Source: an optimization exercise on an open RTL-to-GDS flow (aim: a short achievable clock period and few clock cycles per item). Production flows keep margins and buffers that such runs may drop.
Function was checked by simulation only, so behaviour that the tests miss may differ from the original.
The flow treats the clock pin as an ideal source, which a real chip does not have.
Power is estimated from default activity; no workload was simulated.

== umber ==
==> flow/design.v (excerpt) <==
module session_table_idle_timeout_unit
#(
    parameter int SLOTS = sttu_pkg::SLOTS_DEF
) (
    input  wire logic         i_clk,
    input  wire logic         i_rst_n,
    input  wire logic         i_cfg_valid,
    output logic              o_cfg_ready,
    input  wire logic [31:0]  i_cfg_data,       
    input  wire logic         i_s_axis_tvalid,
    output logic              o_s_axis_tready,
    input  wire logic [159:0] i_s_axis_tdata,   
    input  wire logic [2:0]   i_s_axis_tuser,   
    output logic              o_m_axis_tvalid,
    input  wire logic         i_m_axis_tready,
    output logic [15:0]       o_m_axis_tdata    
);
    localparam int TW = 2 * TOKEN_W;
    localparam int HW = TIME_W / 2;
    localparam int IW = $clog2(SLOTS);
    logic              r_rst;
    logic [TIME_W-1:0] r_timeout;
    localparam int RC_W     = 4;            
    localparam int RC_STEPS = TIME_W / RC_W;
    logic [RC_STEPS-1:0] r_rc;          
    always_ff @(posedge i_clk) begin
        r_rst <= !i_rst_n;
        if (i_rst_n && i_cfg_valid) begin
            r_timeout <= i_cfg_data;
        end else if (r_rst) begin
            r_timeout <= TIMEOUT_RESET;
        end
        if (r_rst) begin
            r_rc <= '0;
        end else begin
            r_rc <= (i_rst_n && i_cfg_valid) ? RC_STEPS'(1) : {r_rc[RC_STEPS-2:0], 1'b0};
        end
    end
    logic              nready;
    logic              acc;
    logic              s0_v;
    logic [CMD_W-1:0]  s0_cmd;
    logic [TIME_W-1:0] s0_now;
    logic [TW-1:0]     s0_tok;
    assign acc = i_rst_n && i_s_axis_tvalid && !nready;
    always_ff @(posedge i_clk) begin
        s0_v   <= acc;
        s0_cmd <= i_s_axis_tuser;
        s0_now <= i_s_axis_tdata[31:0];
        s0_tok <= {i_s_axis_tdata[95:32], i_s_axis_tdata[159:96]};
    end
    logic              q_v;
    logic [CMD_W-1:0]  q_cmd;
    logic [TIME_W-1:0] q_now;
    logic [TW-1:0]     q_tok;
    logic [HW:0]       q_elo;           
    logic [PART_W*SLOTS-1:0] q_part;
    logic [PART_W-1:0] q_party, q_partz;
    logic              c_v;
    logic              c_create, c_validate, c_destroy, c_dall, c_count;
  ...
export LEC_CHECK = 0
export ABC_CLOCK_PERIOD_IN_PS = 2500
export CAP_MARGIN = 30
export CORE_MARGIN = 2
export CORE_UTILIZATION = 40
export SLEW_MARGIN = 20
create_clock -name core_clock -period 9.0 [get_ports {i_clk}]
standard.sh (not shown) runs the stock make flow with config.mk's settings and CLKGATE_MAP_FILE= SYNTH_SCRIPT=/design/flow/synth_recipe.tcl, a recipe that flattens the netlist after the stock synthesis.
==> flow/flow/run.sh <==
#!/bin/bash
set -euo pipefail
MARGIN=6.3
export PRE_CTS_TCL="$PWD/flow/mytree.tcl"
export POST_CTS_TCL="$PWD/flow/mytree_post.tcl"
export CTS_ARGS="-clk_nets i_clk -sink_clustering_enable -repair_clock_nets"
bash standard.sh SETUP_SLACK_MARGIN=$MARGIN finish > standard_flow.log 2>&1
==> flow/flow/mytree.tcl <==
set NQX 2
set NQY 2
set NMX 2
set NMY 2
set NX 2
set NY 4
set db [ord::get_db]
set block [ord::get_db_block]
set buf [$db findMaster sky130_fd_sc_hd__clkbuf_16]
set clknet [$block findNet i_clk]

proc place_at { inst x y } {
  set m [$inst getMaster]
  $inst setLocation [expr {$x - [$m getWidth] / 2}] [expr {$y - [$m getHeight] / 2}]
  $inst setPlacementStatus PLACED
}

# split items {obj x y} into nx columns by x, each into ny groups by y
proc grid_split { items nx ny } {
  set groups {}
  set sx [lsort -integer -index 1 $items]
  set n [llength $sx]
  set per [expr {int(ceil(double($n) / $nx))}]
  for {set c 0} {$c < $nx} {incr c} {
    set col [lrange $sx [expr {$c * $per}] [expr {($c + 1) * $per - 1}]]
    if {[llength $col] == 0} { continue }
    set sy [lsort -integer -index 2 $col]
    set m [llength $sy]
    set per2 [expr {int(ceil(double($m) / $ny))}]
    for {set r 0} {$r < $ny} {incr r} {
      set grp [lrange $sy [expr {$r * $per2}] [expr {($r + 1) * $per2 - 1}]]
      if {[llength $grp] > 0} { lappend groups $grp }
    }
  }
  return $groups
}

proc centroid { items } {
  set xs 0
  set ys 0
  foreach s $items {
    set xs [expr {$xs + [lindex $s 1]}]
    set ys [expr {$ys + [lindex $s 2]}]
  }
  return [list [expr {$xs / [llength $items]}] [expr {$ys / [llength $items]}]]
}

set sinks {}
foreach it [$clknet getITerms] {
  set bb [[$it getInst] getBBox]
  lappend sinks [list $it [expr {([$bb xMin] + [$bb xMax]) / 2}] [expr {([$bb yMin] + [$bb yMax]) / 2}]]
}
puts "mytree: [llength $sinks] clock sinks"

set li 0
set mi 0
set qi 0
set tops {}
foreach region [grid_split $sinks $NQX $NQY] {
  set mids {}
  foreach mgrp [grid_split $region $NMX $NMY] {
    set leaves {}
    foreach grp [grid_split $mgrp $NX $NY] {
      lassign [centroid $grp] cx cy
      set inst [odb::dbInst_create $block $buf "clktree_leaf_$li"]
      place_at $inst $cx $cy
      set net [odb::dbNet_create $block "clktree_leaf_net_$li"]
      $net setSigType CLOCK
      [$inst findITerm X] connect $net
      foreach s $grp {
        set it [lindex $s 0]
        $it disconnect
        $it connect $net
      }
      lappend leaves [list $inst $cx $cy]
      incr li
    }
    lassign [centroid $leaves] cx cy
    set minst [odb::dbInst_create $block $buf "clktree_mid_$mi"]
    place_at $minst $cx $cy
    set mnet [odb::dbNet_create $block "clktree_mid_net_$mi"]
    $mnet setSigType CLOCK
    [$minst findITerm X] connect $mnet
    foreach l $leaves {
      [[lindex $l 0] findITerm A] connect $mnet
    }
    lappend mids [list $minst $cx $cy]
    incr mi
  }
  lassign [centroid $mids] cx cy
  set qinst [odb::dbInst_create $block $buf "clktree_region_$qi"]
  place_at $qinst $cx $cy
  set qnet [odb::dbNet_create $block "clktree_region_net_$qi"]
  $qnet setSigType CLOCK
  [$qinst findITerm X] connect $qnet
  foreach m $mids {
    [[lindex $m 0] findITerm A] connect $qnet
  }
  lappend tops [list $qinst $cx $cy]
  incr qi
}

lassign [centroid $tops] cx cy
set rinst [odb::dbInst_create $block $buf "clktree_root"]
place_at $rinst $cx $cy
set rnet [odb::dbNet_create $block "clktree_root_net"]
$rnet setSigType CLOCK
[$rinst findITerm X] connect $rnet
foreach q $tops {
  [[lindex $q 0] findITerm A] connect $rnet
}
[$rinst findITerm A] connect $clknet
$clknet setSigType CLOCK
puts "mytree: $li leaf buffers, $mi middle buffers, $qi region buffers, temporary root"
Other scripts of this flow, unchanged in this note and not shown: flow/flow/mytree_post.tcl
umber finished every step from synthesis to the final layout, and the layout passed the timing, design-rule and antenna checks.
Testbench counts of umber, summed over its fixed seeds: cycles 4,840, items 4,800.
Input changes introduced in juniper (baseline for comparison: umber):
diff --git a/flow/flow/mytree.tcl b/flow/flow/mytree.tcl
--- a/flow/flow/mytree.tcl
+++ b/flow/flow/mytree.tcl
@@ -3,4 +3,2 @@
-set NMX 2
-set NMY 2
-set NX 2
-set NY 4
+set NX 4
+set NY 8
@@ -56 +53,0 @@
-set mi 0
@@ -60,17 +57,12 @@
-  set mids {}
-  foreach mgrp [grid_split $region $NMX $NMY] {
-    set leaves {}
-    foreach grp [grid_split $mgrp $NX $NY] {
-      lassign [centroid $grp] cx cy
-      set inst [odb::dbInst_create $block $buf "clktree_leaf_$li"]
-      place_at $inst $cx $cy
-      set net [odb::dbNet_create $block "clktree_leaf_net_$li"]
-      $net setSigType CLOCK
-      [$inst findITerm X] connect $net
-      foreach s $grp {
-        set it [lindex $s 0]
-        $it disconnect
-        $it connect $net
-      }
-      lappend leaves [list $inst $cx $cy]
-      incr li
+  set leaves {}
+  foreach grp [grid_split $region $NX $NY] {
+    lassign [centroid $grp] cx cy
+    set inst [odb::dbInst_create $block $buf "clktree_leaf_$li"]
+    place_at $inst $cx $cy
+    set net [odb::dbNet_create $block "clktree_leaf_net_$li"]
+    $net setSigType CLOCK
+    [$inst findITerm X] connect $net
+    foreach s $grp {
+      set it [lindex $s 0]
+      $it disconnect
+      $it connect $net
@@ -78,11 +70,2 @@
-    lassign [centroid $leaves] cx cy
-    set minst [odb::dbInst_create $block $buf "clktree_mid_$mi"]
-    place_at $minst $cx $cy
-    set mnet [odb::dbNet_create $block "clktree_mid_net_$mi"]
-    $mnet setSigType CLOCK
-    [$minst findITerm X] connect $mnet
-    foreach l $leaves {
-      [[lindex $l 0] findITerm A] connect $mnet
-    }
-    lappend mids [list $minst $cx $cy]
-    incr mi
+    lappend leaves [list $inst $cx $cy]
+    incr li
@@ -90 +73 @@
-  lassign [centroid $mids] cx cy
+  lassign [centroid $leaves] cx cy
@@ -96,2 +79,2 @@
-  foreach m $mids {
-    [[lindex $m 0] findITerm A] connect $qnet
+  foreach l $leaves {
+    [[lindex $l 0] findITerm A] connect $qnet
@@ -114 +97 @@
-puts "mytree: $li leaf buffers, $mi middle buffers, $qi region buffers, temporary root"
+puts "mytree: $li leaf buffers, $qi region buffers, temporary root"
Results
- From umber to juniper the numbers moved as follows: routed length on met2 about even; worst hold margin about even; share of the clock period used by the worst path after layout rose 1.1 points; cell area about even; time the final worst path needs with I/O delays and setup rose 0.10 ns.
- Of juniper and umber, it is juniper that has the lower slack of the critical path.
- Compared with umber, in juniper utilization saw little to no change, proportion of cell area occupied by registers saw an increase, first-pass GRT wire length saw little to no change, detailed-placement wirelength estimate saw little to no change.
- Any difference in via count between juniper and umber is small enough to ignore.
Modified inputs, cedar compared to juniper
- changing CORE_UTILIZATION from 40 to 50
diff --git a/flow/flow/run.sh b/flow/flow/run.sh
--- a/flow/flow/run.sh
+++ b/flow/flow/run.sh
@@ -3 +3 @@
-MARGIN=6.3
+MARGIN=6.6
diff --git a/flow/flow/mytree.tcl b/flow/flow/mytree.tcl
--- a/flow/flow/mytree.tcl
+++ b/flow/flow/mytree.tcl
@@ -3,2 +3,4 @@
-set NX 4
-set NY 8
+set NMX 2
+set NMY 2
+set NX 2
+set NY 4
@@ -53,0 +56 @@
+set mi 0
@@ -57,12 +60,17 @@
-  set leaves {}
-  foreach grp [grid_split $region $NX $NY] {
-    lassign [centroid $grp] cx cy
-    set inst [odb::dbInst_create $block $buf "clktree_leaf_$li"]
-    place_at $inst $cx $cy
-    set net [odb::dbNet_create $block "clktree_leaf_net_$li"]
-    $net setSigType CLOCK
-    [$inst findITerm X] connect $net
-    foreach s $grp {
-      set it [lindex $s 0]
-      $it disconnect
-      $it connect $net
+  set mids {}
+  foreach mgrp [grid_split $region $NMX $NMY] {
+    set leaves {}
+    foreach grp [grid_split $mgrp $NX $NY] {
+      lassign [centroid $grp] cx cy
+      set inst [odb::dbInst_create $block $buf "clktree_leaf_$li"]
+      place_at $inst $cx $cy
+      set net [odb::dbNet_create $block "clktree_leaf_net_$li"]
+      $net setSigType CLOCK
+      [$inst findITerm X] connect $net
+      foreach s $grp {
+        set it [lindex $s 0]
+        $it disconnect
+        $it connect $net
+      }
+      lappend leaves [list $inst $cx $cy]
+      incr li
@@ -70,2 +78,11 @@
-    lappend leaves [list $inst $cx $cy]
-    incr li
+    lassign [centroid $leaves] cx cy
+    set minst [odb::dbInst_create $block $buf "clktree_mid_$mi"]
+    place_at $minst $cx $cy
+    set mnet [odb::dbNet_create $block "clktree_mid_net_$mi"]
+    $mnet setSigType CLOCK
+    [$minst findITerm X] connect $mnet
+    foreach l $leaves {
+      [[lindex $l 0] findITerm A] connect $mnet
+    }
+    lappend mids [list $minst $cx $cy]
+    incr mi
@@ -73 +90 @@
-  lassign [centroid $leaves] cx cy
+  lassign [centroid $mids] cx cy
@@ -79,2 +96,2 @@
-  foreach l $leaves {
-    [[lindex $l 0] findITerm A] connect $qnet
+  foreach m $mids {
+    [[lindex $m 0] findITerm A] connect $qnet
@@ -97 +114 @@
-puts "mytree: $li leaf buffers, $qi region buffers, temporary root"
+puts "mytree: $li leaf buffers, $mi middle buffers, $qi region buffers, temporary root"
## What came out
cedar finished all stages; the layout is clean.
Changes observed in cedar relative to juniper: setup slack +0.090 ns; combinational group share of total power +0.3 points; timing-limited maximum frequency rose 0.010 GHz.
[inputs] xenon vs cedar
- CORE_UTILIZATION: 50 -> 40
### Flow results
For total vias in the final route, xenon and cedar come out practically identical. ~same multi-input combinational cell count in xenon and cedar. Changes observed in xenon relative to cedar: placement-stage worst setup slack went down; routed wire length has increased. Of the two values seen for critical path endpoint, o_s_axis_tready was produced by xenon and g_slot[5].rc_c by cedar. The type of the worst setup path comes out reg2out in one run and reg2reg in the other, namely in xenon and cedar respectively. xenon ends up with lower leakage power of the design than cedar does.

-- static timing again, ports no longer ideal --
Ports are ideal in the flow. The routed layouts listed here were re-timed in OpenROAD. Step 1, drivers: a clkbuf_16 drives i_clk and a buf_2 each remaining input, both assumed. Step 2 adds t to the input delays and takes it off the output delays; t is the mean of the earliest and latest rising clock arrival at the registers after step 1. Input paths then give back, and output paths get back, about the clock's delay inside the block. Three values: ideal, step 1, step 2; two values: the first two.
run	shift t [ns]	setup WS [ns]	worst setup path at the end	slew at the worst register clock pin (ns)	cell pins on the clock port's net
umber	0.823	6.116 / 5.898 / 5.950	input to register	0.11 / 0.11	4
juniper	0.923	6.015 / 5.796 / 5.947	input to register	0.11 / 0.11	4
cedar	0.797	6.104 / 5.924 / 5.639	input to register	0.10 / 0.10	4
xenon	0.829	6.117 / 5.893 / 5.892	input to register	0.11 / 0.11	4
After both steps every run listed still meets setup and hold. The setup slack of cedar, which loses most, moves by -0.180 ns with the drivers and by -0.465 ns with both steps.
